This design comes from an exercise in tuning for small area and few clock cycles on the open sky130 flow, not from production work.
Where RTL was checked, it was by simulation tests only, not by an equivalence proof against the original.
Only the layout flow was run in runs 1 and 2; the RTL was not checked for function there.
Power is estimated from default activity; no workload was simulated.

`design/flow/config.mk`:
```
export PLATFORM = sky130hd
export DESIGN_NAME = usb_tx_top
export DESIGN_NICKNAME = usb_tx_top
export VERILOG_FILES = /design/flow/design.v
export SDC_FILE = /design/flow/constraint.sdc
export NUM_CORES = 4
export LEC_CHECK = 0
export CAP_MARGIN = 20
export CORE_MARGIN = 2
export CORE_UTILIZATION = 40
export CTS_BUF_LIST = sky130_fd_sc_hd__clkbuf_8
export CTS_CLUSTER_DIAMETER = 60
export CTS_CLUSTER_SIZE = 20
export SLEW_MARGIN = 20
```
`design/flow/design.v`:
```
`default_nettype none
package usb_tx_pkg;
  typedef logic [7:0] host_byte_t;
  typedef struct packed {
    logic [3:0] check;
    logic [3:0] pid_type;
  } pid_fields_t;
  typedef union packed {
    logic [7:0]  raw;
    pid_fields_t f;
  } pid_t;
  typedef struct packed {
    logic [7:0] data;
    logic       last;   
    logic       pid;    
  } buf_entry_t;
  typedef struct packed {
    logic drive;   
    logic dp;
    logic dm;
  } line_t;
endpackage
`default_nettype wire
`timescale 1ns/1ps
`default_nettype none
module host_write_port (
  input  logic                   clock,
  input  logic                   reset,
  input  logic                   req,
  input  usb_tx_pkg::host_byte_t wdata,
  output logic                   ack,
  output logic                   pid_error,
  output logic                   wr_en,
  input  logic                   wr_slot,
  input  logic                   full,
  output logic                   hdr_v,      
  output logic                   hdr_done,   
  input  logic                   hdr_take,
  input  logic                   draining
);
  typedef enum logic [1:0] {PH_LEN = 2'd0, PH_PID = 2'd1, PH_DATA = 2'd2} phase_t;
  phase_t     phase;
  logic [5:0] rem;      
  logic       pid_ok;
  logic       good;
  logic       last_in;
  logic       can;
  logic       accept;
  assign good     = (phase == PH_PID) ? (wdata[7:4] == ~wdata[3:0]) : pid_ok;
  assign last_in  = (rem == 6'd1);
  assign hdr_done = !(phase == PH_DATA && pid_ok);
  assign can    = (phase == PH_LEN) || !good ||
                  (wr_slot && !full && (phase == PH_DATA || !(hdr_v || draining)));
  assign accept = req && !ack && can;
  assign wr_en  = accept && phase != PH_LEN && good;
  always_ff @(posedge clock) begin
    if (reset) begin
      ack       <= 1'b0;
      pid_error <= 1'b0;
      phase     <= PH_LEN;
      hdr_v     <= 1'b0;
    end else begin
      ack       <= accept || (ack && req);
      pid_error <= accept && phase != PH_LEN && last_in && !good;
      if (accept) begin
        if (phase == PH_LEN) phase <= (wdata[5:0] != '0) ? PH_PID : PH_LEN;
        else                 phase <= last_in ? PH_LEN : PH_DATA;
      end
      if (wr_en && phase == PH_PID) hdr_v <= 1'b1;
      else if (hdr_take) hdr_v <= 1'b0;
    end
  end
  always_ff @(posedge clock) begin
    if (accept) rem <= (phase == PH_LEN) ? wdata[5:0] : rem - 6'd1;
    if (accept && phase == PH_PID) pid_ok <= good;
  end
endmodule
`default_nettype wire
`timescale 1ns/1ps
`default_nettype none
module packet_buffer (
  input  logic       clock,
  input  logic       reset,
  input  logic       wr_en,
  input  logic [7:0] wdata,
  output logic       wr_slot,    
  output logic [4:0] wa,
  input  logic       rd_en,
  output logic       rd_slot,    
  output logic [4:0] ra,
  output logic [7:0] tap,
  output logic       full,
  output logic       empty
);
  localparam int K = 31;
  logic [K*8-1:0] ring;
  logic [4:0]     ph;    
  logic           lw;    
  assign tap     = ring[K*8-1 -: 8];
  assign wr_slot = (wa == ph);
  assign rd_slot = (ra == ph);
  assign full    = (wa == ra) && lw;
  assign empty   = (wa == ra) && !lw;
  always_ff @(posedge clock) begin
    ring <= {ring[K*8-9:0], wr_en ? wdata : tap};
  end
  always_ff @(posedge clock) begin
    if (reset) begin
      ph <= 5'd1;
      wa <= 5'd1;
      ra <= 5'd1;
      lw <= 1'b0;
    end else begin
      ph <= {ph[3:0], ph[4] ^ ph[2]};
      if (wr_en) wa <= {wa[0], wa[4] ^ wa[2], wa[3] ^ wa[1], wa[2] ^ wa[0], wa[1] ^ wa[4] ^ wa[2]};
      if (rd_en) ra <= {ra[0], ra[4] ^ ra[2], ra[3] ^ ra[1], ra[2] ^ ra[0], ra[1] ^ ra[4] ^ ra[2]};
      if (wr_en || rd_en) lw <= wr_en;
    end
  end
endmodule
`default_nettype wire
`timescale 1ns/1ps
`default_nettype none
module line_serializer (
  input  logic              clock,
  input  logic              reset,
  input  logic              hdr_v,
  input  logic              hdr_done,
  output logic              hdr_take,
  output logic              draining,  
  input  logic              rd_slot,
  input  logic              empty,
  input  logic [7:0]        tap,
  output logic              rd_en,
  output usb_tx_pkg::line_t line,
  output logic              busy
);
  typedef enum logic [2:0] {
    S_IDLE = 3'b000,
    S_SYNC = 3'b001,
    S_PID  = 3'b010,
    S_DATA = 3'b011,
    S_CRC  = 3'b100,
    S_TAIL = 3'b110    
  } state_t;
  state_t      state;
  logic [1:0]  cyc;
  logic [2:0]  ones;
  logic [2:0]  bit_idx;
  logic [7:0]  sh;
  logic [7:0]  nx;
  logic        nxv;
  logic        shv;       
  logic        lvl;
  logic        crc_lo;    
  logic [15:0] crc;
  logic        drained;   
  logic tick, stuff, tail, stream, in_byte, in_crc, cur, din;
  logic bitstep, bytedone, start, preload, sh_load, se0;
  assign tick     = (cyc == 2'd3);
  assign stuff    = (ones == 3'd6);
  assign busy     = (state != S_IDLE);
  assign tail     = (state == S_TAIL);
  assign stream   = busy && !tail;
  assign in_byte  = (state == S_PID) || (state == S_DATA);
  assign in_crc   = (state == S_CRC);
  assign cur      = (state == S_SYNC) ? (bit_idx == 3'd7) : in_crc ? ~crc[0] : sh[0];
  assign din      = in_crc ? crc[0] : sh[0];
  assign bitstep  = tick && stream && !stuff;
  assign bytedone = bitstep && (bit_idx == 3'd7);
  assign start    = !busy && hdr_v && hdr_done;
  assign hdr_take = start;
  assign preload  = (!busy || state == S_SYNC) && !shv && nxv;
  assign sh_load  = preload || (bytedone && in_byte && nxv);
  assign rd_en    = !nxv && rd_slot && !empty && !(busy && drained);
  assign draining = busy && !drained;
  assign se0  = tail && (bit_idx[0] ^ bit_idx[1]);
  assign line = {busy, busy && !se0 && lvl, busy && !se0 && !lvl};
  always_ff @(posedge clock) begin
    if (rd_en) nx <= tap;
    if (sh_load) sh <= nx;
    else if (bitstep && in_byte) sh <= sh >> 1;
    if (state == S_SYNC) crc <= 16'hFFFF;
    else if (bitstep && (state == S_DATA || in_crc))
      crc <= {1'b0, crc[15:1]} ^ ((crc[0] ^ din) ? 16'hA001 : 16'h0000);
  end
  always_ff @(posedge clock) begin
    if (reset) begin
      state   <= S_IDLE;
      nxv     <= 1'b0;
      shv     <= 1'b0;
      cyc     <= '0;
      bit_idx <= '0;
      drained <= 1'b0;
      ones    <= '0;
      lvl     <= 1'b1;
    end else begin
      if (tick) ones <= (stuff || !cur || tail) ? 3'd0 : ones + 3'd1;
      if (tick && (stuff || (!cur && stream))) lvl <= !lvl;
      else if (tick && tail && bit_idx == 3'd2) lvl <= 1'b1;
      cyc     <= busy ? cyc + 2'd1 : 2'd0;
      drained <= busy && (drained || empty);
      if (rd_en) nxv <= 1'b1;
      else if (sh_load) nxv <= 1'b0;
      if (bytedone && state == S_SYNC) shv <= 1'b0;
      else if (preload) shv <= 1'b1;
      if (start) bit_idx <= '0;
      else if (tick && !stuff) bit_idx <= bit_idx + 3'd1;
      if (bytedone && state == S_SYNC) crc_lo <= (sh[1:0] == 2'b11);
      else if (bytedone && in_crc) crc_lo <= 1'b0;
      if (start) state <= S_SYNC;
      else if (tick) begin
        case (state)
          S_SYNC:  if (bytedone) state <= S_PID;
          S_PID, S_DATA:
            if (bytedone) state <= nxv ? S_DATA : crc_lo ? S_CRC : S_TAIL;
          S_CRC:   if (bytedone && !crc_lo) state <= S_TAIL;
          S_TAIL:  if (!stuff && bit_idx == 3'd3) state <= S_IDLE;
          default: state <= S_IDLE;
        endcase
      end
    end
  end
endmodule
`default_nettype wire
`timescale 1ns/1ps
`default_nettype none
module usb_tx_top (
  input  logic                   clock,
  input  logic                   reset,
  input  logic                   req,
  input  usb_tx_pkg::host_byte_t wdata,
  output logic                   ack,
  output logic                   pid_error,
  output usb_tx_pkg::line_t      line,
  output logic                   busy
);
  logic       wr_en;
  logic       full;
  logic       empty;
  logic       wr_slot;
  logic       rd_slot;
  logic       rd_en;
  logic [7:0] tap;
  logic       hdr_v;
  logic       hdr_done;
  logic [4:0] wa;
  logic [4:0] ra;
  logic       hdr_take;
  logic       draining;
  host_write_port u_host_write_port (
    .clock     (clock),
    .reset     (reset),
    .req       (req),
    .wdata     (wdata),
    .ack       (ack),
    .pid_error (pid_error),
    .wr_en     (wr_en),
    .wr_slot   (wr_slot),
    .full      (full),
    .hdr_v     (hdr_v),
    .hdr_done  (hdr_done),
    .hdr_take  (hdr_take),
    .draining  (draining)
  );
  packet_buffer u_packet_buffer (
    .clock   (clock),
    .reset   (reset),
    .wr_en   (wr_en),
    .wdata   (wdata),
    .wr_slot (wr_slot),
    .wa      (wa),
    .rd_en   (rd_en),
    .rd_slot (rd_slot),
    .ra      (ra),
    .tap     (tap),
    .full    (full),
    .empty   (empty)
  );
  line_serializer u_line_serializer (
    .clock    (clock),
    .reset    (reset),
    .hdr_v    (hdr_v),
    .hdr_done (hdr_done),
    .hdr_take (hdr_take),
    .draining (draining),
    .rd_slot  (rd_slot),
    .empty    (empty),
    .tap      (tap),
    .rd_en    (rd_en),
    .line     (line),
    .busy     (busy)
  );
endmodule
`default_nettype wire
```
`design/flow/flow/run.sh`:
```
#!/bin/bash
# The standard layout, with the port buffers made of the smallest buffer cell.
set -euo pipefail
export BUFFER_PORTS_ARGS="-buffer_cell sky130_fd_sc_hd__buf_1"
bash standard.sh > standard_flow.log 2>&1
```
`design/flow/standard.sh`:
```
#!/bin/bash
# synth_recipe.tcl (not shown) runs the flow's synth.tcl, then flattens the netlist and writes it again
# the make line also repeats each setting of config.mk as NAME=value (left out here)
make -C /OpenROAD-flow-scripts/flow DESIGN_CONFIG=/design/flow/config.mk WORK_HOME=/design/flow/orfs CLKGATE_MAP_FILE= SYNTH_SCRIPT=/design/flow/synth_recipe.tcl "${@:-finish}"
```
`design/flow/constraint.sdc`:
```
create_clock -name core_clock -period 10.0 [get_ports {clock}]
set_input_delay 2.0000 -clock core_clock [delete_from_list [all_inputs] [get_ports {clock}]]
set_output_delay 2.0000 -clock core_clock [all_outputs]
set_load 0.01 [all_outputs]
```
==> flow_metrics.tcl, run 1 <==
set metrics [dict create \
    vias_per_cell 4.57 \
    design_area_sq_um 9600 \
    ant_nets 0 \
    setup_viol 0 \
    max_slew_margin_pct 48.8 \
    numClockSinks 324 \
    drv_slew 0 \
    p_comb_share_pct 6.3 \
    die_w_um 153 \
    hold_buffers 0 \
    rsz0062_at_grt "false" \
    met2_length_mm 5.49 \
    antennaDiodeCount 0 \
    run_status "complete, no violations" \
    root_buffer "clkbuf_8" \
    dp_hpwl_mm 8.25 \
    p_int_mw 1.64 \
    peakVddDrop_v 0.000132 \
    layout_common_cells "300 x dfxtp_1, 61 x nand2_1, 29 x nor2_1, 24 x edfxtp_1, 23 x clkbuf_8" \
    final.min_clock_period_ps 4080 \
    synth-seq-cells 324 \
    p_seq_share_pct 63.7 \
    cts_tree "built" \
    antenna_found_initial 0 \
    drtIter0Drc 186 \
    crit_cells 6 \
    met1_length_mm 6.49 \
    synth_cell_types 68 \
    crit_chain "nand2_1 -> nor2_1 -> nor2_1 -> nor2_1 -> nor2_1 -> buf_1" \
    crit_top_cell "nor2_1" \
    critPathKind "reg2out" \
    met3_length_um 563 \
    clock_latency_ps 570 \
    end_kind "primary output" \
    grt_max_degree 27 \
    ys_seq_area_share_pct 75.9 \
    pwr-share-clk_pct 30.0 \
    layout.nets 693 \
    max_cap_viol_count 0 \
    power_density_nw_per_um2 225 \
    initial_core_util_pct 40.7 \
    hold_viol 0 \
    num-fill-cells 2003 \
    path_buf_inv 1 \
    area_growth_pct 8.29 \
    synthArstFlopShare_pct 0 \
    clk_pin_slew_ps 110 \
    final.period_utilization_pct 40.8 \
    synth_edf_count 24 \
    num_rows 54 \
    tns_ps 0 \
    synthFlopType "dfxtp_1" \
    die_y_um 153 \
    drive_above_1_share_pct 8.64 \
    dr.pass1.iters 4 \
    fmax_mhz 245 \
    htree_levels 1 \
    first_global_vias 4225 \
    cts_made_buffers 23 \
    boundaryPins 17 \
    core_area_sq_um 21800 \
    topRoutingLayerUsed "met4" \
    power.leakage_nw 3.70 \
    final_common_cell "dfxtp_1" \
    hold_path.class "reg2reg" \
    synth.avg_cell_area_sq_um 13.6 \
    worst-r2r-cell-count 5 \
    port_buffers 16 \
    required_ps 8000 \
    yosys_warnings 3 \
    wl_per_cell_um 13.3 \
    worst_pin_slew_ps 767 \
    grt_pass1_wl_mm 21.2 \
    place_area_sq_um 9160 \
    wl_mm 12.8 \
    ctsLongestPathBuffers 3 \
    cp_max_fo 18 \
    place_congestion 0.786 \
    drcViolationCount 0 \
    critPathSlowestCell "dfxtp_1" \
    grtUsageTotal_pct 11.0 \
    critPathLaunchType "register" \
    hold-path-cell-count 0 \
    netlist_instances 653 \
    worstPathArrival_ps 2080 \
    cp_top_family "flip-flops" \
    overflow 0 \
    swShare_pct 24.0 \
    rrSetupSlack_ps 7360 \
    num_vias 4397 \
    die_area_sq_um 23400 \
    synth_area_sq_um 8860 \
    synthesis.nets 673 \
    postCtsSetupRepairBufs 0 \
    switchingPower_uw 518 \
    cpPeakStageDelay_ps 790 \
    fin_skew_ps 21.0 \
    cts_resized 0 \
]
## Yosys cell counts (2+ instances only)
cell type / n / area [sq um]
o211ai_1: 3 / 22.5
nand2b_1: 5 / 31.3
edfxtp_1: 24 / 721
ha_1: 9 / 113
nor3b_1: 2 / 15.0
xor2_1: 16 / 140
nand2_1: 61 / 229
o21ai_0: 13 / 65.1
mux2i_1: 5 / 50.1
and3_1: 3 / 18.8
buf_2: 4 / 20.0
nand3_1: 19 / 95.1
a21oi_1: 13 / 65.1
nor2_1: 29 / 109
clkbuf_1: 13 / 48.8
a211oi_1: 5 / 37.5
a21o_1: 2 / 15.0
inv_1: 12 / 45.0
mux2_4: 6 / 90.1
nand3b_1: 2 / 15.0
mux2_1: 3 / 33.8
nor3_1: 15 / 75.1
nand4_1: 2 / 12.5
xnor2_1: 20 / 175
nor4_1: 2 / 12.5
dfxtp_1: 300 / 6010
nor2b_1: 11 / 68.8
and2_1: 4 / 25.0
mux2_2: 8 / 90.1
o2bb2ai_1: 2 / 17.5
buf_4: 3 / 22.5
## registers in the layout, indices dropped and copies added, names as in the netlist, 2 cells and up
signal / count
u_packet_buffer.ra: 5
u_line_serializer.crc: 16
u_line_serializer.ones: 3
u_line_serializer.cyc: 2
u_host_write_port.rem: 6
u_packet_buffer.ring: 248
u_line_serializer.sh: 8
u_line_serializer.state: 3
u_line_serializer.nx: 8
u_line_serializer.bit_idx: 3
u_host_write_port.phase: 2
u_packet_buffer.wa: 5
u_packet_buffer.ph: 5
## power by group through the flow
stage	combinational (mW)	sequential, mW	clock [mW]
after global routing	0.151	1.38	0.732
after CTS	0.136	1.37	0.678
after detailed placement	0.136	1.40	0
final	0.136	1.37	0.647
after global placement	0.131	1.40	0
after floorplan	0.113	1.39	0
## through the flow
step / power (mW) / setup WS, ps / util, % / hold WS [ps] / cells
floorplan: 1.50 / 6640 / - / 310 / 653
detailed placement: 1.54 / 5900 / 42.1 / 312 / 928
finish: 2.15 / 5920 / 44.1 / 328 / 963
global route: 2.26 / 5740 / 44.1 / 329 / 963
global placement: 1.53 / 6010 / 42.1 / 310 / 928
CTS: 2.19 / 5910 / 44.1 / 329 / 963
## layout make-up
| cell class | instances | area [sq um] | share of cell area [%] |
|---|---|---|---|
| flip-flops and latches | 324 | 6730 | 70.1 |
| inverters | 13 | 48.8 | 0.509 |
| clock inverters | 12 | 118 | 1.23 |
| repair buffers | 17 | 67.6 | 0.704 |
| well taps | 280 | 350 | 3.65 |
| multi-input cells | 294 | 1970 | 20.5 |
| clock buffers | 23 | 317 | 3.30 |
## cells by family after synthesis
group	share of synthesized area, %
XOR/XNOR	3.56
AND/OR/NAND/NOR	9.29
multiplexers	2.98
adder cells (fa/ha/maj)	1.27
AO/OA/AOI/OAI	5.11
buffers and inverters	1.88
flip-flops	75.9
## path summary, 6_finish.rpt
path                                                               from                           endpoint
worst max-delay path            u_line_serializer.state[2]$_SDFFE_PP0P_                            line[1]
worst min-delay path                  u_packet_buffer.ring[162]$_DFF_P_  u_packet_buffer.ring[170]$_DFF_P_
worst max register to register  u_line_serializer.state[2]$_SDFFE_PP0P_    u_packet_buffer.ring[0]$_DFF_P_
worst min register to register        u_packet_buffer.ring[162]$_DFF_P_  u_packet_buffer.ring[170]$_DFF_P_
## routing by layer
layer | track usage [%] | vias to the layer above
li1 | - | 2206
met1 | 16.0 | 2105
met2 | 16.4 | 64
met3 | 2.32 | 22
met4 | 3.62 | 0
met5 | 0 | -
==> run 2, diff against run 1 <==
--- a/design/flow/config.mk
+++ b/design/flow/config.mk
@@ -10,5 +10,5 @@
 export CORE_UTILIZATION = 40
-export CTS_BUF_LIST = sky130_fd_sc_hd__clkbuf_8
-export CTS_CLUSTER_DIAMETER = 60
-export CTS_CLUSTER_SIZE = 20
+export CTS_BUF_LIST = sky130_fd_sc_hd__clkbuf_4
+export CTS_CLUSTER_DIAMETER = 40
+export CTS_CLUSTER_SIZE = 10
 export SLEW_MARGIN = 20
==> run 2 against run 1 <==
Compared with the run above: highest routed layer unchanged; flip-flop and latch count unchanged; worst hold slack worse by 10 ps; final cell count is 3.0% higher; register-to-register slack about the same; core utilization increased by 0.32 points.
==> flow_metrics.tcl, run 2 <==
set metrics [dict create \
    grt_max_degree 27 \
    power_density_nw_per_um2 228 \
    postCtsSetupRepairBufs 0 \
    synth_compound_area_share_pct 5.11 \
    ant_nets 0 \
    htree_levels 2 \
    die_area_sq_um 23400 \
    grt_pass1_wl_mm 21.9 \
    synthArstFlopShare_pct 0 \
    synth_top_family_by_area "simple AND/OR/NAND/NOR gates" \
    final.period_utilization_pct 41.5 \
    fmax_mhz 241 \
    drtIter0Drc 175 \
    drv_slew 0 \
    layout.nets 713 \
    num-fill-cells 2010 \
    grtUsageTotal_pct 11.5 \
    critPathLaunchType "register" \
    synth_cell_types 68 \
    max_cap_viol_count 0 \
    ctsLongestPathBuffers 3 \
    layout_common_cells "300 x dfxtp_1, 61 x nand2_1, 46 x clkbuf_4, 29 x nor2_1, 24 x edfxtp_1" \
    cts_made_buffers 43 \
    dr.pass1.iters 5 \
    clk_pin_slew_ps 100 \
    fin_util_pct 44.4 \
    wl_per_cell_um 13.1 \
    end_kind "primary output" \
    hold_buffers 0 \
    tns_ps 0 \
    synthFlopType "dfxtp_1" \
    cp_max_fo 18 \
    wl_mm 13.0 \
    synth_area_sq_um 8860 \
    netlist.area_leader.share_pct 67.8 \
    initial_core_util_pct 40.7 \
    area_growth_pct 9.07 \
    seq_area_sq_um 6730 \
    power.leakage_nw 3.74 \
    yosys_warnings 3 \
    netlist_instances 653 \
    final_common_cell "dfxtp_1" \
    antenna_found_initial 1 \
    synth_common_cells "300 x dfxtp_1, 61 x nand2_1, 29 x nor2_1, 24 x edfxtp_1, 20 x xnor2_1" \
    hold_viol 0 \
    run_status "complete, no violations" \
    clock_latency_ps 670 \
    final.min_clock_period_ps 4150 \
    synth.avg_cell_area_sq_um 13.6 \
    synthXorXnorAreaFrac_pct 3.56 \
    overflow 0 \
    synth-seq-cells 324 \
    critPathKind "reg2out" \
    synthesis.nets 673 \
    synth_fa_ha_area_share_pct 1.27 \
    place_inst 928 \
    muxShareOfSynthArea_pct 2.98 \
    hold_path.class "reg2reg" \
    cts_tree "built" \
    regMostFlops "u_packet_buffer.ring" \
    fin_skew_ps 57.1 \
    dp_hpwl_mm 8.25 \
    rsz0062_at_grt "false" \
    peakVddDrop_v 0.000129 \
    drive_above_1_share_pct 12.1 \
    numClockSinks 324 \
    port_buffers 16 \
    place_congestion 0.786 \
    max_slew_margin_pct 47.5 \
    yosys-top-cells-area "dfxtp_1 68%, edfxtp_1 8.1%, nand2_1 2.6%" \
    worstPathArrival_ps 2150 \
    multi_input_area_sq_um 1970 \
    drcViolationCount 0 \
    instances_no_fill 992 \
    reg_top3 "u_packet_buffer.ring: 248 flops, u_line_serializer.crc: 16 flops" \
    yosysMostFrequentCell "dfxtp_1" \
    vias_per_cell 4.57 \
    synth-simple-area-share_pct 9.29 \
    required_ps 8000 \
    num_rows 54 \
    num_vias 4530 \
    die_w_um 153 \
    yosysTopAreaCell "dfxtp_1" \
    boundaryPins 17 \
    core_area_sq_um 21800 \
    worst_pin_slew_ps 787 \
    largest_reg_flops 248 \
    cts_resized 0 \
    root_buffer "clkbuf_4" \
    synth_edf_count 24 \
    first_global_vias 4410 \
    ys_seq_area_share_pct 75.9 \
    setup_viol 0 \
    die_y_um 153 \
]
## run 2: cell counts after synthesis
No cell type changed its count.
## run 2: final timing paths
check             cells after the start  slack [ps]                                     from                                 to
setup reg to reg                      6        7370      u_line_serializer.cyc[0]$_SDFF_PP0_  u_line_serializer.sh[0]$_DFFE_PP_
hold / removal                        0         320        u_packet_buffer.ring[224]$_DFF_P_  u_packet_buffer.ring[232]$_DFF_P_
setup / recovery                      6        5850  u_line_serializer.state[2]$_SDFFE_PP0P_                            line[1]
hold reg to reg                       0         320        u_packet_buffer.ring[224]$_DFF_P_  u_packet_buffer.ring[232]$_DFF_P_
## run 2: cell type report
class | instances | area share, %
diodes | 2 | 0.0518
clock buffers | 46 | 3.57
clock inverters | 16 | 1.58
inverters | 13 | 0.505
multi-input cells | 294 | 20.4
flip-flops and latches | 324 | 69.6
well taps | 280 | 3.63
repair buffers | 17 | 0.699
## run 2: critical path: stages (launching register included)
cell,delay (ps)
dfxtp_1,770
nand2_1,160
nor2_1,120
nor2_1,40
nor2_1,200
nor2_1,80
buf_1,130
## run 2: where the power goes
part	internal [mW]	switching (mW)	leakage (nW)	total, mW
Sequential	1.35	0.0262	2.65	1.37
Clock	0.282	0.417	0.279	0.699
Combinational	0.0555	0.0800	0.815	0.135
## run 2: cell families (layout without fill, tap and decap cells)
| kind of cell | Yosys count | in the layout |
|---|---|---|
| other | 0 | 2 |
| multiplexers | 22 | 22 |
| XOR/XNOR | 36 | 36 |
| AND/OR/NAND/NOR | 166 | 166 |
| flip-flops | 324 | 324 |
| adder cells (fa/ha/maj) | 9 | 9 |
| buffers and inverters | 35 | 92 |
| AO/OA/AOI/OAI | 61 | 61 |
## run 2: per-stage QoR
| stage | hold WS, ps | area (sq um) | setup slack (ps) | power [mW] |
|---|---|---|---|---|
| detailed placement | 312 | 9160 | 5900 | 1.54 |
| CTS | 316 | 9660 | 5820 | 2.24 |
| finish | 317 | 9660 | 5850 | 2.21 |
| global route | 326 | 9660 | 5650 | 2.33 |
| global placement | 310 | 9160 | 6010 | 1.53 |
| floorplan | 310 | 8860 | 6640 | 1.50 |
## run 2: per-layer routing
layer | up-vias | share of wire (%) | wire (um) | GRT usage, %
li1 | 2275 | - | - | -
met1 | 2137 | 50 | 6480 | 16.0
met2 | 85 | 43 | 5630 | 16.6
met3 | 33 | 4.3 | 557 | 2.95
met4 | 0 | 2.8 | 371 | 5.42
met5 | - | 0 | 0 | 0
==> run 3, diff against run 2 <==
--- a/design/flow/design.v
+++ b/design/flow/design.v
@@ -185,2 +185,7 @@
       crc <= {1'b0, crc[15:1]} ^ ((crc[0] ^ din) ? 16'hA001 : 16'h0000);
+    if (start) ones <= '0;
+    else if (tick) ones <= (stuff || !cur || tail) ? 3'd0 : ones + 3'd1;
+    if (start) lvl <= 1'b1;
+    else if (tick && (stuff || (!cur && stream))) lvl <= !lvl;
+    else if (tick && tail && bit_idx == 3'd2) lvl <= 1'b1;
   end
@@ -194,8 +199,3 @@
       drained <= 1'b0;
-      ones    <= '0;
-      lvl     <= 1'b1;
     end else begin
-      if (tick) ones <= (stuff || !cur || tail) ? 3'd0 : ones + 3'd1;
-      if (tick && (stuff || (!cur && stream))) lvl <= !lvl;
-      else if (tick && tail && bit_idx == 3'd2) lvl <= 1'b1;
       cyc     <= busy ? cyc + 2'd1 : 2'd0;
--- a/design/flow/config.mk
+++ b/design/flow/config.mk
@@ -10,5 +10,5 @@
 export CORE_UTILIZATION = 40
-export CTS_BUF_LIST = sky130_fd_sc_hd__clkbuf_4
-export CTS_CLUSTER_DIAMETER = 40
-export CTS_CLUSTER_SIZE = 10
+export CTS_BUF_LIST = sky130_fd_sc_hd__clkbuf_8
+export CTS_CLUSTER_DIAMETER = 60
+export CTS_CLUSTER_SIZE = 20
 export SLEW_MARGIN = 20
==> run 3 against run 2 <==
Compared with the run above: register-to-register slack got worse by 50 ps; critical path type unchanged; clock skew down 33 ps; worst setup slack better by 50 ps; sequential power about the same; flip-flop and latch count is the same; via count decreased by 4.4%; non-clock buffer count is 2 higher.
==> flow_metrics.tcl, run 3 <==
set metrics [dict create \
    tns_ps 0 \
    netlist_instances 648 \
    num-fill-cells 2013 \
    antenna_found_initial 1 \
    rsz0062_at_grt "false" \
    p_total_mw 2.08 \
    numClockSinks 324 \
    first_global_vias 4276 \
    final.min_clock_period_ps 4100 \
    ys_seq_area_share_pct 77.0 \
    worst-r2r-cell-count 7 \
    reg_top3 "u_packet_buffer.ring: 248 flops, u_line_serializer.crc: 16 flops" \
    yosys_warnings 3 \
    wl_mm 12.5 \
    power.leakage_nw 3.77 \
    cts_tree "built" \
    hold_path.class "reg2reg" \
    drcViolationCount 0 \
    area_growth_pct 8.12 \
    final.period_utilization_pct 41.0 \
    worst_pin_slew_ps 1030 \
    final_common_cell "dfxtp_1" \
    critPathKind "reg2out" \
    synth_cell_types 56 \
    grtUsageTotal_pct 11.3 \
    largest_reg_flops 248 \
    required_ps 8000 \
    cpPeakStageDelay_ps 850 \
    crit_top_cell "nor2_1" \
    max_slew_margin_pct 31.0 \
    grt_max_degree 26 \
    overflow 0 \
    fmax_mhz 244 \
    synth_common_cells "300 x dfxtp_1, 62 x nand2_1, 34 x nor2_1, 24 x edfxtp_1" \
    power_density_nw_per_um2 221 \
    cp_max_fo 22 \
    fin_skew_ps 24.1 \
    peakVddDrop_v 0.000143 \
    ant_nets 0 \
    drv_slew 0 \
    core_area_sq_um 21600 \
    grt_pass1_wl_mm 21.0 \
    synth-seq-cells 324 \
    end_kind "primary output" \
    ctsLongestPathBuffers 3 \
    boundaryPins 17 \
    cp_top_family "flip-flops" \
    die_w_um 152 \
    vias_per_cell 4.51 \
    cts_resized 0 \
    drive_above_1_share_pct 8.39 \
    clk_pin_slew_ps 110 \
    initial_core_util_pct 40.4 \
    synth_edf_count 24 \
    regMostFlops "u_packet_buffer.ring" \
    port_buffers 16 \
    place_congestion 0.753 \
    layout.nets 689 \
    clock_latency_ps 550 \
    run_status "complete, no violations" \
    setup_viol 0 \
    netlist.area_leader.share_pct 68.8 \
    crit_chain "nand2_1 -> nor2_1 -> nor2_1 -> nor2_1 -> nor2b_1 -> buf_1" \
    yosysMostFrequentCell "dfxtp_1" \
    die_y_um 152 \
    synthesis.nets 668 \
    dr.pass1.iters 4 \
    layout_common_cells "300 x dfxtp_1, 62 x nand2_1, 34 x nor2_1, 24 x edfxtp_1, 22 x clkbuf_8" \
    wl_per_cell_um 13.0 \
    critPathLaunchType "register" \
    root_buffer "clkbuf_8" \
    synthArstFlopShare_pct 0 \
    max_cap_viol_count 0 \
    hold_viol 0 \
    die_area_sq_um 23000 \
    worstPathArrival_ps 2100 \
    hold_buffers 0 \
    postCtsSetupRepairBufs 0 \
    path_buf_inv 1 \
    worst_slack_ps 5900 \
    critPathSlowestCell "dfxtp_1" \
    yosys-top-cells-area "dfxtp_1 69%, edfxtp_1 8.3%, nand2_1 2.7%" \
    synthFlopType "dfxtp_1" \
    num_vias 4332 \
    synth.avg_cell_area_sq_um 13.5 \
    crit_cells 6 \
    synth_area_sq_um 8730 \
    htree_levels 1 \
    num_rows 54 \
    hold-path-cell-count 0 \
    yosysTopAreaCell "dfxtp_1" \
    dp_hpwl_mm 7.81 \
    cts_made_buffers 21 \
    preCtsSetupSlack_ps 5820 \
    drtIter0Drc 228 \
]
[run 3: cell types whose count changed after synthesis, moves of 3 or more]
| cell | delta |
|---|---|
| mux2_1 | -3 |
| nor2_1 | +5 |
| mux2_4 | -6 |
| nor3_1 | -4 |
| mux2i_1 | +3 |
| xor2_1 | +4 |
| mux2_2 | +7 |
| nor2b_1 | -4 |
| a211oi_1 | -3 |
| xnor2_1 | -4 |
| a31oi_1 | +3 |
| o21ai_0 | +3 |
[run 3: worst reg2reg max path, delay by kind of cell, from the launching register on]
kind / cells / cell delay (ps)
fa+ha+maj: 1 / 400
buf+inv: 1 / 200
compound gates: 3 / 680
simple gates: 2 / 720
flops: 1 / 350
[run 3: layer usage]
layer | GRT usage (%) | routed length, um | share of wire [%]
met1 | 15.5 | 6090 | 49
met2 | 17.4 | 5440 | 44
met3 | 2.87 | 540 | 4.3
met4 | 4.03 | 376 | 3.0
met5 | 0 | 0 | 0
[run 3: path summary, 6_finish.rpt]
kind / start / end / slack, ps
worst max-delay path: u_line_serializer.state[2]$_SDFFE_PP0P_ / line[1] / 5900
worst min-delay path: u_packet_buffer.ring[68]$_DFF_P_ / u_packet_buffer.ring[76]$_DFF_P_ / 320
worst max register to register: u_line_serializer.cyc[0]$_SDFF_PP0_ / u_line_serializer.sh[0]$_DFFE_PP_ / 7320
worst min register to register: u_packet_buffer.ring[68]$_DFF_P_ / u_packet_buffer.ring[76]$_DFF_P_ / 320
[run 3: stage by stage]
stage	instances	area [sq um]	hold slack (ps)	utilization [%]
global placement	925	9050	311	41.9
CTS	958	9430	315	43.6
global route	960	9440	333	43.7
finish	960	9440	324	43.7
floorplan	648	8730	310	-
detailed placement	925	9050	312	41.9
[run 3: power by group]
part	internal (mW)	switching (mW)
clock network	0.212	0.376
registers	1.35	0.0276
logic	0.0522	0.0635
total	1.62	0.467
[run 3: area by class of cell]
type	instances	area [sq um]	share of cell area (%)
antenna	1	2.50	0.0265
multi-input combinational	288	1850	19.6
clock inverter	11	71.3	0.755
clock buffer	22	303	3.21
timing repair buffer	19	86.3	0.914
tap	280	350	3.71
sequential	324	6730	71.2
inverter	15	56.3	0.596
[run 3: cell families after synthesis]
| family | count (synthesis) | synth area share (%) |
|---|---|---|
| buffers and inverters | 36 | 1.83 |
| adder cells (fa/ha/maj) | 9 | 1.29 |
| flip-flops | 324 | 77.0 |
| XOR/XNOR | 36 | 3.61 |
| multiplexers | 23 | 2.85 |
| AO/OA/AOI/OAI | 56 | 4.44 |
| AND/OR/NAND/NOR | 164 | 8.95 |
Testbench counts of run 3, summed over its fixed seeds: cycles 131,526.
==> run 4, diff against run 3 <==
--- a/design/flow/design.v
+++ b/design/flow/design.v
@@ -86,6 +86,4 @@
   output logic       wr_slot,    
-  output logic [4:0] wa,
   input  logic       rd_en,
   output logic       rd_slot,    
-  output logic [4:0] ra,
   output logic [7:0] tap,
@@ -95,10 +93,13 @@
   localparam int K = 31;
+  localparam logic [4:0] Z     = 5'b11111;
+  localparam logic [4:0] Z_M3  = 5'b10011;   
   logic [K*8-1:0] ring;
-  logic [4:0]     ph;    
+  logic [4:0]     wt;
+  logic [4:0]     rt;
   logic           lw;    
   assign tap     = ring[K*8-1 -: 8];
-  assign wr_slot = (wa == ph);
-  assign rd_slot = (ra == ph);
-  assign full    = (wa == ra) && lw;
-  assign empty   = (wa == ra) && !lw;
+  assign wr_slot = (wt == Z);
+  assign rd_slot = (rt == Z);
+  assign full    = (wt == rt) && lw;
+  assign empty   = (wt == rt) && !lw;
   always_ff @(posedge clock) begin
@@ -108,10 +109,8 @@
     if (reset) begin
-      ph <= 5'd1;
-      wa <= 5'd1;
-      ra <= 5'd1;
+      wt <= Z;
+      rt <= Z;
       lw <= 1'b0;
     end else begin
-      ph <= {ph[3:0], ph[4] ^ ph[2]};
-      if (wr_en) wa <= {wa[0], wa[4] ^ wa[2], wa[3] ^ wa[1], wa[2] ^ wa[0], wa[1] ^ wa[4] ^ wa[2]};
-      if (rd_en) ra <= {ra[0], ra[4] ^ ra[2], ra[3] ^ ra[1], ra[2] ^ ra[0], ra[1] ^ ra[4] ^ ra[2]};
+      wt <= wr_en ? Z_M3 : {wt[3:0], wt[4] ^ wt[2]};
+      rt <= rd_en ? Z_M3 : {rt[3:0], rt[4] ^ rt[2]};
       if (wr_en || rd_en) lw <= wr_en;
@@ -149,3 +148,3 @@
   logic [2:0]  bit_idx;
-  logic [7:0]  sh;
+  logic [7:0]  sh;        
   logic [7:0]  nx;
@@ -157,2 +156,3 @@
   logic        drained;   
+  logic bit_sh;
   logic tick, stuff, tail, stream, in_byte, in_crc, cur, din;
@@ -166,4 +166,5 @@
   assign in_crc   = (state == S_CRC);
-  assign cur      = (state == S_SYNC) ? (bit_idx == 3'd7) : in_crc ? ~crc[0] : sh[0];
-  assign din      = in_crc ? crc[0] : sh[0];
+  assign bit_sh   = sh[bit_idx];
+  assign cur      = (state == S_SYNC) ? (bit_idx == 3'd7) : in_crc ? ~crc[0] : bit_sh;
+  assign din      = in_crc ? crc[0] : bit_sh;
   assign bitstep  = tick && stream && !stuff;
@@ -181,3 +182,2 @@
     if (sh_load) sh <= nx;
-    else if (bitstep && in_byte) sh <= sh >> 1;
     if (state == S_SYNC) crc <= 16'hFFFF;
@@ -246,4 +246,2 @@
   logic       hdr_done;
-  logic [4:0] wa;
-  logic [4:0] ra;
   logic       hdr_take;
@@ -271,6 +269,4 @@
     .wr_slot (wr_slot),
-    .wa      (wa),
     .rd_en   (rd_en),
     .rd_slot (rd_slot),
-    .ra      (ra),
     .tap     (tap),
==> run 4 against run 3 <==
Compared with the run above: first-iteration DRC count is 4.8% higher; power is 2.1% higher; still clean; wire length is 7.7% lower; count of clock-buffer cells in the layout stayed put; final area is 4.3% lower; sequential share of layout area is 2.1 points higher.
==> flow_metrics.tcl, run 4 <==
set metrics [dict create \
    synth_cell_types 53 \
    netlist_instances 588 \
    yosys_warnings 3 \
    htree_levels 1 \
    max_slew_margin_pct 58.7 \
    drtIter0Drc 239 \
    synthArstFlopShare_pct 0 \
    yosys-top-cells-area "dfxtp_1 71%, edfxtp_1 8.7%, nand2_1 1.7%" \
    hp-start "u_packet_buffer.ring[45]$_DFF_P_" \
    grt_pass1_wl_mm 19.2 \
    ctsLongestPathBuffers 3 \
    num-fill-cells 1845 \
    first_global_vias 3922 \
    boundaryPins 17 \
    die_w_um 148 \
    synth_edf_count 24 \
    synth_common_cells "295 x dfxtp_1, 38 x nand2_1, 24 x edfxtp_1, 22 x nor2_1, 20 x a21oi_1" \
    end_kind "primary output" \
    port_buffers 16 \
    r2r-end "u_host_write_port.hdr_v$_SDFFE_PP0P_" \
    run_status "complete, no violations" \
    peakVddDrop_v 0.000137 \
    r2r-start "u_line_serializer.state[2]$_SDFFE_PP0P_" \
    worst_pin_slew_ps 618 \
    design_area_sq_um 9040 \
    max_cap_viol_count 0 \
    overflow 0 \
    numClockSinks 319 \
    cp_max_fo 5 \
    required_ps 8000 \
    postCtsSetupRepairBufs 0 \
    ant_nets 0 \
    tns_ps 0 \
    place_area_sq_um 8630 \
    ys_seq_area_share_pct 79.8 \
    critPathKind "reg2out" \
    cts_resized 0 \
    drive_above_1_share_pct 7.27 \
    setup_viol 0 \
    power.leakage_nw 3.52 \
    worst-r2r-cell-count 8 \
    yosysTopAreaCell "dfxtp_1" \
    seq_area_sq_um 6630 \
    final.period_utilization_pct 40.0 \
    vias_per_cell 4.46 \
    largest_reg_flops 248 \
    hold_path.class "reg2reg" \
    hold-path-cell-count 0 \
    synth_area_sq_um 8310 \
    wl_mm 11.5 \
    clock_latency_ps 540 \
    initial_core_util_pct 40.9 \
    netlist.area_leader.share_pct 71.1 \
    cts_tree "built" \
    yosysMostFrequentCell "dfxtp_1" \
    layout_common_cells "295 x dfxtp_1, 38 x nand2_1, 24 x edfxtp_1, 22 x nor2_1, 22 x clkbuf_8" \
    grt_max_degree 30 \
    dp_hpwl_mm 7.50 \
    critPathLaunchType "register" \
    min_to "u_packet_buffer.ring[53]$_DFF_P_" \
    dr.pass1.iters 5 \
    root_buffer "clkbuf_8" \
    fmax_mhz 250 \
    num_rows 52 \
    num_vias 3967 \
    rsz0062_at_grt "false" \
    die_area_sq_um 21900 \
    fin_skew_ps 19.6 \
    power_density_nw_per_um2 235 \
    final.min_clock_period_ps 4000 \
    place_congestion 0.732 \
    grtUsageTotal_pct 10.8 \
    synthFlopType "dfxtp_1" \
    hold_viol 0 \
    regMostFlops "u_packet_buffer.ring" \
    multi_input_area_sq_um 1560 \
    die_y_um 148 \
    drcViolationCount 0 \
    hold_buffers 0 \
    antennaDiodeCount 0 \
    layout.nets 630 \
    wl_per_cell_um 12.9 \
    antenna_found_initial 1 \
    cts_made_buffers 21 \
    reg_top3 "u_packet_buffer.ring: 248 flops, u_line_serializer.crc: 16 flops" \
    synth-seq-cells 319 \
    drv_slew 0 \
    worstPathArrival_ps 2000 \
    synth.avg_cell_area_sq_um 14.1 \
    final_common_cell "dfxtp_1" \
    core_area_sq_um 20300 \
    area_growth_pct 8.84 \
    synthesis.nets 608 \
    clk_pin_slew_ps 120 \
    rrSetupSlack_ps 7150 \
]
==> run 4: layout make-up <==
| cell class | count | share of cell area, % |
|---|---|---|
| Tap cell | 270 | 3.74 |
| Multi-Input combinational cell | 239 | 17.2 |
| Inverter | 11 | 0.457 |
| Sequential cell | 319 | 73.3 |
| Timing Repair Buffer | 18 | 0.830 |
| Clock inverter | 10 | 1.12 |
| Clock buffer | 22 | 3.35 |
==> run 4: cell families after synthesis <==
kind of cell	synth area share, %
flip-flops	79.8
AND/OR/NAND/NOR	9.08
AO/OA/AOI/OAI	4.34
buffers and inverters	1.55
XOR/XNOR	1.90
multiplexers	2.00
adder cells (fa/ha/maj)	1.36
==> run 4: layer usage <==
| metal | track usage, % | part of all wire [%] |
|---|---|---|
| met1 | 14.9 | 49 |
| met2 | 17.1 | 45 |
| met3 | 2.15 | 3.8 |
| met4 | 3.71 | 2.0 |
| met5 | 0 | 0 |
==> run 4: critical path, cell delays in order, from the launching register on <==
cell	delay [ps]
dfxtp_1	480
inv_1	70
ha_1	320
nand2b_1	160
a21oi_1	230
nor2b_1	80
buf_1	130
==> run 4: worst max-delay path by stage <==
stage / end / depth (start not counted) / slack (ps) / start
2_1_floorplan: u_packet_buffer.ring[1]$_DFF_P_ / 7 / 6260 / wdata[5]
3_3_place_gp: u_host_write_port.hdr_v$_SDFFE_PP0P_ / 7 / 5670 / wdata[7]
3_5_place_dp: u_host_write_port.hdr_v$_SDFFE_PP0P_ / 7 / 5660 / wdata[7]
4_1_cts: line[1] / 6 / 5940 / u_line_serializer.bit_idx[0]$_SDFFE_PP0P_
5_1_grt: line[1] / 6 / 5790 / u_line_serializer.bit_idx[0]$_SDFFE_PP0P_
6_report: line[1] / 6 / 6000 / u_line_serializer.bit_idx[0]$_SDFFE_PP0P_
==> run 4: power breakdown <==
part	switching (mW)	internal (mW)
sequential	0.0359	1.36
combinational	0.0688	0.0507
clock	0.373	0.238
total	0.478	1.65
==> run 4: metrics by stage <==
step           power (mW)  util [%]  setup WS, ps  std cells  hold slack, ps
2_1_floorplan        1.51         -          6260        588             310
3_3_place_gp         1.54      42.5          5670        857             310
3_5_place_dp         1.55      42.5          5660        857             312
4_1_cts              2.16      44.5          5940        889             330
5_1_grt              2.23      44.5          5790        889             333
6_report             2.13      44.5          6000        889             325
Testbench counts of run 4, summed over its fixed seeds: cycles 131,526.
==> run 5, diff against run 4 <==
--- a/design/flow/design.v
+++ b/design/flow/design.v
@@ -35,6 +35,4 @@
   input  logic                   full,
-  output logic                   hdr_v,      
   output logic                   hdr_done,   
-  input  logic                   hdr_take,
-  input  logic                   draining
+  input  logic                   pending
 );
@@ -52,3 +50,3 @@
   assign can    = (phase == PH_LEN) || !good ||
-                  (wr_slot && !full && (phase == PH_DATA || !(hdr_v || draining)));
+                  (wr_slot && !full && (phase == PH_DATA || !pending));
   assign accept = req && !ack && can;
@@ -60,3 +58,2 @@
       phase     <= PH_LEN;
-      hdr_v     <= 1'b0;
     end else begin
@@ -68,4 +65,2 @@
       end
-      if (wr_en && phase == PH_PID) hdr_v <= 1'b1;
-      else if (hdr_take) hdr_v <= 1'b0;
     end
@@ -125,6 +120,4 @@
   input  logic              reset,
-  input  logic              hdr_v,
-  input  logic              hdr_done,
-  output logic              hdr_take,
-  output logic              draining,  
+  input  logic              hdr_done,  
+  output logic              pending,   
   input  logic              rd_slot,
@@ -171,4 +164,3 @@
   assign bytedone = bitstep && (bit_idx == 3'd7);
-  assign start    = !busy && hdr_v && hdr_done;
-  assign hdr_take = start;
+  assign start    = !busy && hdr_done && (!empty || nxv || shv);
   assign preload  = (!busy || state == S_SYNC) && !shv && nxv;
@@ -176,3 +168,3 @@
   assign rd_en    = !nxv && rd_slot && !empty && !(busy && drained);
-  assign draining = busy && !drained;
+  assign pending  = !empty || (busy ? !drained : (nxv || shv));
   assign se0  = tail && (bit_idx[0] ^ bit_idx[1]);
@@ -244,6 +236,4 @@
   logic [7:0] tap;
-  logic       hdr_v;
   logic       hdr_done;
-  logic       hdr_take;
-  logic       draining;
+  logic       pending;
   host_write_port u_host_write_port (
@@ -258,6 +248,4 @@
     .full      (full),
-    .hdr_v     (hdr_v),
     .hdr_done  (hdr_done),
-    .hdr_take  (hdr_take),
-    .draining  (draining)
+    .pending   (pending)
   );
@@ -278,6 +266,4 @@
     .reset    (reset),
-    .hdr_v    (hdr_v),
     .hdr_done (hdr_done),
-    .hdr_take (hdr_take),
-    .draining (draining),
+    .pending  (pending),
     .rd_slot  (rd_slot),
==> run 5 against run 4 <==
Compared with the run above: still clean; worst setup slack got worse by 22 ps; non-clock buffer count down 2; final area decreased by 0.30%; wire length shrank 3.1%; synthesized cell count rose by 0.85%; die area shrank 0.26%; largest power group unchanged; sequential share of layout area is essentially flat; first-iteration DRC count decreased by 18%.
==> flow_metrics.tcl, run 5 <==
set metrics [dict create \
    run_status "complete, no violations" \
    boundaryPins 17 \
    num_rows 52 \
    yosysTopAreaCell "dfxtp_1" \
    cts_tree "built" \
    switchingPower_uw 480 \
    layout.nets 636 \
    first_global_vias 3982 \
    place_congestion 0.810 \
    critPathKind "reg2out" \
    fmax_mhz 249 \
    tns_ps 0 \
    grt_max_degree 23 \
    vias_per_cell 4.47 \
    clk_pin_slew_ps 110 \
    required_ps 8000 \
    synthFlopType "dfxtp_1" \
    max_cap_viol_count 0 \
    ctsLongestPathBuffers 3 \
    power.leakage_nw 3.54 \
    antenna_found_initial 0 \
    ys_seq_area_share_pct 79.7 \
    setup_viol 0 \
    p_seq_share_pct 64.0 \
    cts_made_buffers 20 \
    cts_resized 0 \
    swShare_pct 22.4 \
    root_buffer "clkbuf_8" \
    grtUsageTotal_pct 10.7 \
    port_buffers 16 \
    synth.avg_cell_area_sq_um 14.0 \
    yosys-top-cells-area "dfxtp_1 71%, edfxtp_1 8.7%, nand2_1 2.0%" \
    regMostFlops "u_packet_buffer.ring" \
    cpPeakStageDelay_ps 730 \
    layout_common_cells "294 x dfxtp_1, 45 x nand2_1, 30 x nor2_1, 24 x edfxtp_1" \
    final.min_clock_period_ps 4020 \
    antennaDiodeCount 0 \
    max_slew_margin_pct 30.8 \
    drive_above_1_share_pct 6.25 \
    clock_latency_ps 550 \
    drtIter0Drc 196 \
    synthesis.nets 613 \
    wl_per_cell_um 12.5 \
    hold_path.class "reg2reg" \
    cp_max_fo 16 \
    postCtsSetupRepairBufs 0 \
    final_common_cell "dfxtp_1" \
    wl_mm 11.1 \
    synth_common_cells "294 x dfxtp_1, 45 x nand2_1, 30 x nor2_1, 24 x edfxtp_1, 20 x a21oi_1" \
    p_comb_share_pct 6.7 \
    hold_ws_ps 326 \
    synth-seq-cells 318 \
    synth_area_sq_um 8280 \
    critPathLaunchType "register" \
    synth_cell_types 56 \
    grt_pass1_wl_mm 19.0 \
    largest_reg_flops 248 \
    synthArstFlopShare_pct 0 \
    die_w_um 148 \
    hold_viol 0 \
    hold_buffers 0 \
    rsz0062_at_grt "false" \
    dr.pass1.iters 4 \
    area_growth_pct 8.81 \
    yosysMostFrequentCell "dfxtp_1" \
    ant_nets 0 \
    worst_pin_slew_ps 1030 \
    netlist.area_leader.share_pct 71.0 \
    core_area_sq_um 20300 \
    num-fill-cells 1859 \
    final.period_utilization_pct 40.2 \
    netlist_instances 593 \
    drcViolationCount 0 \
    critPathSlowestCell "dfxtp_1" \
    drv_slew 0 \
    peakVddDrop_v 0.000137 \
    pwr-share-clk_pct 29.2 \
    dp_hpwl_mm 7.24 \
    worst_slack_ps 5980 \
    p_total_mw 2.14 \
    initial_core_util_pct 40.8 \
    fin_skew_ps 23.8 \
    crit_chain "and2_1 -> nand2b_1 -> a21oi_1 -> nor2_1 -> buf_1" \
    reg_top3 "u_packet_buffer.ring: 248 flops, u_line_serializer.crc: 16 flops" \
    die_y_um 148 \
    die_area_sq_um 21900 \
    synth_edf_count 24 \
    numClockSinks 318 \
    p_int_mw 1.66 \
    end_kind "primary output" \
    fin_util_pct 44.4 \
    power_density_nw_per_um2 237 \
    num_vias 3992 \
    overflow 0 \
    htree_levels 1 \
    preCtsSetupSlack_ps 5850 \
    yosys_warnings 3 \
    worstPathArrival_ps 2020 \
]
==> run 5: cell types whose count changed after synthesis, sizes merged, moves of 4 or more <==
cell | previous run | this run
nor2 | 23 | 30
clkbuf | 15 | 10
nor2b | 8 | 3
xor2 | 4 | 10
xnor2 | 14 | 8
inv | 11 | 15
nand2 | 38 | 45
nand3 | 15 | 19
==> run 5: routing by layer <==
| layer | track usage (%) | wire length (um) | up-vias |
|---|---|---|---|
| met5 | 0 | 0 | - |
| met4 | 4.71 | 332 | 0 |
| met3 | 2.16 | 477 | 25 |
| met2 | 15.8 | 4690 | 81 |
| met1 | 15.2 | 5630 | 1880 |
| li1 | - | - | 2006 |
==> run 5: kinds of logic (layout without fill, tap and decap cells) <==
kind of cell / Yosys count / count (layout) / share of synthesized area [%]
buffers and inverters: 30 / 61 / 1.53
flip-flops: 318 / 318 / 79.7
AO/OA/AOI/OAI: 62 / 62 / 5.06
multiplexers: 13 / 13 / 2.01
adder cells (fa/ha/maj): 9 / 9 / 1.36
AND/OR/NAND/NOR: 143 / 143 / 8.40
XOR/XNOR: 18 / 18 / 1.90
==> run 5: power groups by stage <==
stage,Combinational [mW],Clock [mW],Sequential [mW]
after floorplan,0.115,0,1.39
after global placement,0.140,0,1.40
after detailed placement,0.145,0,1.40
after CTS,0.146,0.657,1.37
after global routing,0.165,0.698,1.38
final,0.144,0.625,1.37
==> run 5: metrics by stage <==
stage	std cells	instance area, sq um
after floorplan	593	8280
after global placement	864	8610
after detailed placement	864	8610
after CTS	894	9010
after global routing	894	9010
final	894	9010
==> run 5: final cells by class <==
cell class                      instances  area, sq um  area share, %
Multi-Input combinational cell        245         1550           17.2
Timing Repair Buffer                   16         60.1          0.666
Clock inverter                         10          126           1.40
Inverter                               15         56.3          0.625
Clock buffer                           20          275           3.05
Sequential cell                       318         6610           73.3
Tap cell                              270          338           3.75
==> run 5: final timing paths <==
kind / start / depth (start not counted) / end / slack (ps)
setup / recovery: u_line_serializer.state[2]$_SDFFE_PP0P_ / 5 / line[1] / 5980
hold / removal: u_packet_buffer.ring[57]$_DFF_P_ / 0 / u_packet_buffer.ring[65]$_DFF_P_ / 330
setup reg to reg: u_line_serializer.cyc[0]$_SDFF_PP0_ / 5 / u_line_serializer.sh[5]$_DFFE_PP_ / 6960
hold reg to reg: u_packet_buffer.ring[57]$_DFF_P_ / 0 / u_packet_buffer.ring[65]$_DFF_P_ / 330
==> run 5: critical path, delay by kind of cell, from the launching register on <==
kind / cells / cell delay, ps
flops: 1 / 730
simple gates: 3 / 360
compound gates: 1 / 260
buf+inv: 1 / 140
Testbench counts of run 5, summed over its fixed seeds: cycles 131,526.
==> run 6, diff against run 5 <==
==> design/flow/flow/run.sh (replaced) <==
#!/bin/bash
# The standard layout with two changes: synthesis maps the logic with an
# area-oriented ABC script (flow/synth.tcl, flow/area.abc), and the port
# buffers are the smallest buffer cell. Each step's output goes to its own log.
set -euo pipefail
here=$(pwd)
export BUFFER_PORTS_ARGS="-buffer_cell sky130_fd_sc_hd__buf_1"
export AREA_ABC_SCRIPT=$here/flow/area.abc
export FLOW_SYNTH_TCL=$here/synth_recipe.tcl
sed -E "s#SYNTH_SCRIPT=('[^']*'|[^ ]*)#SYNTH_SCRIPT=$here/flow/synth.tcl#" standard.sh > area_synth.sh
grep -q "SYNTH_SCRIPT=$here/flow/synth.tcl" area_synth.sh
bash area_synth.sh synth > synth_step.log 2>&1
bash standard.sh > layout_steps.log 2>&1
==> design/flow/flow/area.abc (new file) <==
&get -n
&st
&dch -f
&nf -R 1000
&put
topo
dnsize -c
==> design/flow/flow/synth.tcl (new file) <==
# The standard flow's synthesis script, with ABC's logic mapping done by the area-oriented
# script flow/area.abc instead of ORFS's speed script. Registers are untouched.
proc abc {args} {
  set new {}
  set skip 0
  foreach a $args {
    if {$skip} { set skip 0; continue }
    if {$a eq "-script"} { set skip 1; lappend new -script $::env(AREA_ABC_SCRIPT); continue }
    lappend new $a
  }
  yosys abc {*}$new
}
source $::env(FLOW_SYNTH_TCL)
==> run 6 against run 5 <==
Compared with the run above: register-to-register slack lost 630 ps; non-clock buffer count up 1; largest cell class unchanged; sequential share of layout area increased by 1.3 points; area after synthesis is 2.9% lower; die area fell by 2.8%; count of clock-buffer cells in the layout is 3 higher; clock skew decreased by 9.0 ps; largest power group unchanged; worst setup slack worse by 260 ps; combinational power grew 11%; still clean on timing, DRC and antenna.
==> flow_metrics.tcl, run 6 <==
set metrics [dict create \
    run_status "complete, no violations" \
    preCtsSetupSlack_ps 5220 \
    power_density_nw_per_um2 249 \
    core_area_sq_um 19600 \
    netlist_instances 550 \
    hold_viol 0 \
    required_ps 8000 \
    synth-simple-area-share_pct 6.33 \
    hold_path.class "reg2reg" \
    pwr-share-clk_pct 28.0 \
    synth.avg_cell_area_sq_um 14.6 \
    synth-seq-cells 318 \
    wl_mm 10.6 \
    critPathKind "reg2out" \
    synthArstFlopShare_pct 0 \
    synth_top_family_by_area "simple AND/OR/NAND/NOR gates" \
    num_rows 51 \
    tns_ps 0 \
    critPathLaunchType "register" \
    worst_slack_ps 5720 \
    muxShareOfSynthArea_pct 3.55 \
    drv_slew 0 \
    grt_pass1_wl_mm 18.1 \
    drtIter0Drc 166 \
    fin_skew_ps 14.8 \
    synth_edf_count 24 \
    htree_levels 1 \
    p_total_mw 2.21 \
    root_buffer "clkbuf_8" \
    critPathSlowestCell "nor3_1" \
    ctsLongestPathBuffers 3 \
    layout_common_cells "294 x dfxtp_1, 45 x nand2_1, 26 x nor2_1, 24 x edfxtp_1, 23 x clkbuf_8" \
    area_growth_pct 10.0 \
    cpPeakStageDelay_ps 460 \
    regMostFlops "u_packet_buffer.ring" \
    numClockSinks 318 \
    yosys_warnings 3 \
    synth_fa_ha_area_share_pct 1.40 \
    synthesis.nets 570 \
    rsz0062_at_grt "false" \
    hold_buffers 0 \
    cp_max_fo 8 \
    synth_common_cells "294 x dfxtp_1, 45 x nand2_1, 26 x nor2_1, 24 x edfxtp_1, 18 x o21ai_0" \
    overflow 0 \
    cts_resized 0 \
    p_comb_share_pct 7.2 \
    final.period_utilization_pct 42.8 \
    power.leakage_nw 3.33 \
    fin_util_pct 45.2 \
    die_w_um 146 \
    first_global_vias 3737 \
    synthFlopType "dfxtp_1" \
    worstPathArrival_ps 2280 \
    antenna_found_initial 0 \
    cts_tree "built" \
    drcViolationCount 0 \
    ys_seq_area_share_pct 82.1 \
    drive_above_1_share_pct 5.34 \
    initial_core_util_pct 41.1 \
    place_congestion 0.846 \
    netlist.area_leader.share_pct 73.2 \
    layout.nets 609 \
    peakVddDrop_v 0.000149 \
    antennaDiodeCount 0 \
    wl_per_cell_um 12.3 \
    port_buffers 16 \
    cts_made_buffers 21 \
    end_kind "primary output" \
    clk_pin_slew_ps 110 \
    die_y_um 146 \
    yosys-top-cells-area "dfxtp_1 73%, edfxtp_1 9.0%, nand2_1 2.1%" \
    switchingPower_uw 513 \
    ant_nets 0 \
    synthXorXnorAreaFrac_pct 1.63 \
    setup_viol 0 \
    max_cap_viol_count 0 \
    synth_compound_area_share_pct 4.22 \
    yosysTopAreaCell "dfxtp_1" \
    dp_hpwl_mm 6.88 \
    crit_chain "nor3_1 -> clkinv_1 -> o21ai_0 -> nor2_1 -> buf_1" \
    final_common_cell "dfxtp_1" \
    swShare_pct 23.2 \
    grt_max_degree 24 \
    max_slew_margin_pct 28.9 \
    p_seq_share_pct 64.8 \
    synth_area_sq_um 8040 \
    yosysMostFrequentCell "dfxtp_1" \
    grtUsageTotal_pct 10.2 \
    worst_pin_slew_ps 1070 \
    dr.pass1.iters 5 \
    fmax_mhz 234 \
    die_area_sq_um 21300 \
    largest_reg_flops 248 \
    hold_ws_ps 328 \
    final.min_clock_period_ps 4280 \
    postCtsSetupRepairBufs 0 \
    synth_cell_types 36 \
    num_vias 3812 \
    vias_per_cell 4.41 \
    p_int_mw 1.70 \
    clock_latency_ps 540 \
    reg_top3 "u_packet_buffer.ring: 248 flops, u_line_serializer.crc: 16 flops" \
    boundaryPins 17 \
]
[run 6: cell count changes after synthesis, sizes merged, moves of 6 or more]
cell    delta
inv       -15
o21ai      +6
clkbuf    -10
clkinv    +14
mux2i     +13
nand3     -13
[run 6: layout make-up]
type / count / area, sq um
flip-flops and latches: 318 / 6610
repair buffers: 17 / 67.6
clock inverters: 10 / 96.3
fillers: 1781 / 10700
inverters: 14 / 52.6
multi-input cells: 217 / 1380
well taps: 265 / 332
clock buffers: 23 / 317
[run 6: cell families after synthesis]
logic type	count (synthesis)
flip-flops	318
AND/OR/NAND/NOR	111
AO/OA/AOI/OAI	57
multiplexers	25
XOR/XNOR	15
buffers and inverters	15
adder cells (fa/ha/maj)	9
[run 6: routing by layer]
| layer | GRT usage [%] | routed length (um) | vias up |
|---|---|---|---|
| li1 | - | - | 1907 |
| met1 | 14.3 | 5380 | 1815 |
| met2 | 15.8 | 4530 | 64 |
| met3 | 2.45 | 474 | 26 |
| met4 | 3.28 | 236 | 0 |
| met5 | 0 | 0 | - |
[run 6: per-stage QoR]
| stage | cells | area, sq um |
|---|---|---|
| after floorplan | 550 | 8040 |
| after global placement | 831 | 8440 |
| after detailed placement | 831 | 8440 |
| after CTS | 864 | 8850 |
| after global routing | 864 | 8850 |
| final | 864 | 8850 |
[run 6: final timing paths]
path | from | endpoint | slack [ps] | cells past startpoint
worst max-delay path | u_line_serializer.state[0]$_SDFFE_PP0P_ | line[1] | 5720 | 5
worst min-delay path | u_packet_buffer.ring[186]$_DFF_P_ | u_packet_buffer.ring[194]$_DFF_P_ | 330 | 0
worst max register to register | u_line_serializer.state[0]$_SDFFE_PP0P_ | u_packet_buffer.wt[3]$_SDFF_PP1_ | 6330 | 11
worst min register to register | u_packet_buffer.ring[186]$_DFF_P_ | u_packet_buffer.ring[194]$_DFF_P_ | 330 | 0
[run 6: worst max-delay path, delay by kind of cell, from the launching register on]
kind / cells / cell delay (ps)
and+or+nand+nor: 2 / 550
DFF: 1 / 380
AOI/OAI and AO/OA: 1 / 240
buffers and inverters: 2 / 570
[run 6: power by group through the flow]
| stage | Sequential (mW) | Combinational [mW] | Clock, mW |
|---|---|---|---|
| after global placement | 1.46 | 0.157 | 0 |
| after CTS | 1.43 | 0.163 | 0.644 |
| after global routing | 1.44 | 0.184 | 0.699 |
| after detailed placement | 1.46 | 0.163 | 0 |
| final | 1.43 | 0.160 | 0.617 |
| after floorplan | 1.45 | 0.122 | 0 |
==> run 7, diff against run 6 <==
==> design/flow/flow/area.abc (replaced) <==
&get -n
&st
&dch -f
&nf -R 1000
&put
strash
&get -n
&st
&dch -f
&nf -R 1000
&put
topo
dnsize -c
--- a/design/flow/config.mk
+++ b/design/flow/config.mk
@@ -9,3 +9,3 @@
 export CORE_MARGIN = 2
-export CORE_UTILIZATION = 40
+export CORE_UTILIZATION = 70
 export CTS_BUF_LIST = sky130_fd_sc_hd__clkbuf_8
==> run 7 against run 6 <==
Compared with the run above: die area fell by 42%; flip-flop and latch count unchanged; clock skew grew 9.5 ps; critical path type unchanged; highest routed layer unchanged.
==> flow_metrics.tcl, run 7 <==
set metrics [dict create \
    yosysMostFrequentCell "dfxtp_1" \
    hold_buffers 0 \
    drtIter0Drc 302 \
    max_slew_margin_pct 37.1 \
    antennaDiodeCount 0 \
    ys_seq_area_share_pct 82.3 \
    num_vias 3813 \
    final.min_clock_period_ps 4260 \
    netlist_instances 558 \
    core_area_sq_um 11300 \
    hold_viol 0 \
    hold_ws_ps 323 \
    port_buffers 16 \
    synthArstFlopShare_pct 0 \
    synthFlopType "dfxtp_1" \
    ant_nets 0 \
    regMostFlops "u_packet_buffer.ring" \
    critPathKind "reg2out" \
    cts_resized 0 \
    grt_pass1_wl_mm 17.9 \
    place_congestion 0.804 \
    fmax_mhz 235 \
    synth_cell_types 41 \
    end_kind "primary output" \
    yosys_warnings 3 \
    synth_area_sq_um 8020 \
    synthesis.nets 578 \
    critPathLaunchType "register" \
    die_area_sq_um 12300 \
    first_global_vias 3704 \
    die_w_um 111 \
    grtUsageTotal_pct 18.1 \
    hold_path.class "reg2reg" \
    netlist.area_leader.share_pct 73.4 \
    wl_mm 10.7 \
    peakVddDrop_v 0.000183 \
    ctsLongestPathBuffers 3 \
    synth_common_cells "294 x dfxtp_1, 51 x nor2_1, 25 x nand2_1, 24 x a21oi_1, 24 x edfxtp_1" \
    area_growth_pct 6.66 \
    final_common_cell "dfxtp_1" \
    cp_max_fo 7 \
    dr.pass1.iters 4 \
    worst_pin_slew_ps 944 \
    num_rows 39 \
    clock_latency_ps 530 \
    drive_above_1_share_pct 4.00 \
    antenna_found_initial 0 \
    boundaryPins 17 \
    wl_per_cell_um 14.5 \
    fin_skew_ps 24.3 \
    synth.avg_cell_area_sq_um 14.4 \
    yosysTopAreaCell "dfxtp_1" \
    run_status "complete, no violations" \
    power_density_nw_per_um2 244 \
    rsz0062_at_grt "false" \
    setup_viol 0 \
    die_y_um 111 \
    required_ps 8000 \
    reg_top3 "u_packet_buffer.ring: 248 flops, u_line_serializer.crc: 16 flops" \
    dp_hpwl_mm 7.01 \
    htree_levels 1 \
    initial_core_util_pct 70.9 \
    root_buffer "clkbuf_8" \
    postCtsSetupRepairBufs 0 \
    cts_tree "built" \
    cts_made_buffers 19 \
    overflow 0 \
    vias_per_cell 5.13 \
    synth_edf_count 24 \
    layout_common_cells "294 x dfxtp_1, 51 x nor2_1, 25 x nand2_1, 24 x edfxtp_1, 23 x a21oi_1" \
    drv_slew 0 \
    tns_ps 0 \
    max_cap_viol_count 0 \
    worstPathArrival_ps 2260 \
    power.leakage_nw 3.31 \
    numClockSinks 318 \
    yosys-top-cells-area "dfxtp_1 73%, edfxtp_1 9.0%, nor2_1 2.4%" \
    rrSetupSlack_ps 6520 \
    final.period_utilization_pct 42.6 \
    drcViolationCount 0 \
    clk_pin_slew_ps 110 \
    grt_max_degree 24 \
    synth-seq-cells 318 \
    layout.nets 615 \
    largest_reg_flops 248 \
]
-- run 7: cell types whose count changed in the layout (fill, tap and decap cells not counted), sizes merged, moves of 2 or more --
cell	change
or3	-5
o211ai	+3
o21ai	+3
clkbuf	-4
or2	+4
mux2i	-13
o22ai	-2
nand2	-20
a21oi	+7
nand3	+3
nor2	+25
a211oi	-3
nand4	-2
-- run 7: metrics by stage --
stage | instance area, sq um | util (%) | setup slack (ps) | instances | total power [mW]
3_5_place_dp | 8260 | 73.0 | 5630 | 717 | 1.60
3_3_place_gp | 8260 | 73.0 | 5820 | 717 | 1.59
5_1_grt | 8560 | 75.6 | 5550 | 743 | 2.18
2_1_floorplan | 8020 | - | 5650 | 558 | 1.55
6_report | 8560 | 75.6 | 5740 | 743 | 2.09
4_1_cts | 8550 | 75.6 | 5710 | 743 | 2.10
-- run 7: routing by layer --
metal	track usage (%)	wire [um]
met1	26.3	5310
met2	28.1	4720
met3	3.55	440
met4	5.60	275
met5	0	0
-- run 7: critical path: stages (launching register included) --
cell	delay (ps)
dfxtp_1	390
nor3_1	670
clkinv_1	450
buf_1	220
-- run 7: kinds of logic after synthesis --
kind of cell	after synthesis	share of synthesized area (%)
compound gates	69	5.05
xor+xnor	15	1.64
fa+ha+maj	9	1.40
buf+inv	15	0.749
flops	318	82.3
mux	12	1.93
simple gates	120	6.89
-- run 7: path summary, 6_finish.rpt --
| check | startpoint | endpoint | cells past startpoint |
|---|---|---|---|
| max | u_line_serializer.state[0]$_SDFFE_PP0P_ | line[2] | 3 |
| min | u_packet_buffer.ring[101]$_DFF_P_ | u_packet_buffer.ring[109]$_DFF_P_ | 0 |
| max reg2reg | u_line_serializer.state[0]$_SDFFE_PP0P_ | u_packet_buffer.ring[6]$_DFF_P_ | 10 |
| min reg2reg | u_packet_buffer.ring[101]$_DFF_P_ | u_packet_buffer.ring[109]$_DFF_P_ | 0 |
-- run 7: cell type report --
cell class,count,area [sq um]
clock buffers,19,262
clock inverters,7,30.0
fillers,725,2760
inverters,14,52.6
multi-input cells,225,1360
flip-flops and latches,318,6610
well taps,143,179
repair buffers,17,67.6
-- run 7: where the power goes --
part | internal, mW | switching [mW] | total [mW]
Clock | 0.177 | 0.338 | 0.515
Sequential | 1.39 | 0.0402 | 1.43
Combinational | 0.0530 | 0.0908 | 0.144

afterwards: timing with drivers on the ports:
The results above use ideal ports. As a check the final layouts listed here were re-extracted and re-timed, cells and wires unchanged.
Step 1 (the two cells are an assumption about what drives the block):
set clk [get_ports {clock}]
set_driving_cell -lib_cell sky130_fd_sc_hd__clkbuf_16 $clk
set_driving_cell -lib_cell sky130_fd_sc_hd__buf_2 [delete_from_list [all_inputs] $clk]
Step 2 times the ports against the registers' clock, not the clock port: input delays grow and output delays shrink by t, the midpoint of the rising clock arrivals with the driver on.
Three values: no drivers, after step 1, after step 2; two values: the first two.
run	shift t [ns]	setup WS [ns]	hold slack, ns	worst register clock-pin slew, ns
run 1	0.587	5.917 / 5.880 / 5.889	0.328 / 0.328 / 0.328	0.12 / 0.12
run 2	0.678	5.847 / 5.807 / 5.866	0.317 / 0.317 / 0.317	0.11 / 0.11
run 3	0.576	5.897 / 5.856 / 6.014	0.324 / 0.324 / 0.324	0.12 / 0.12
run 4	0.566	6.002 / 5.965 / 5.658	0.325 / 0.325 / 0.325	0.12 / 0.12
run 5	0.571	5.981 / 5.942 / 5.884	0.326 / 0.326 / 0.326	0.12 / 0.12
run 6	0.557	5.722 / 5.688 / 5.198	0.328 / 0.328 / 0.328	0.11 / 0.11
run 7	0.548	5.739 / 5.703 / 5.619	0.323 / 0.323 / 0.323	0.11 / 0.11
After both steps every run listed still meets setup and hold. The setup slack of run 6, which loses most, moves by -0.034 ns with the drivers and by -0.524 ns with both steps.
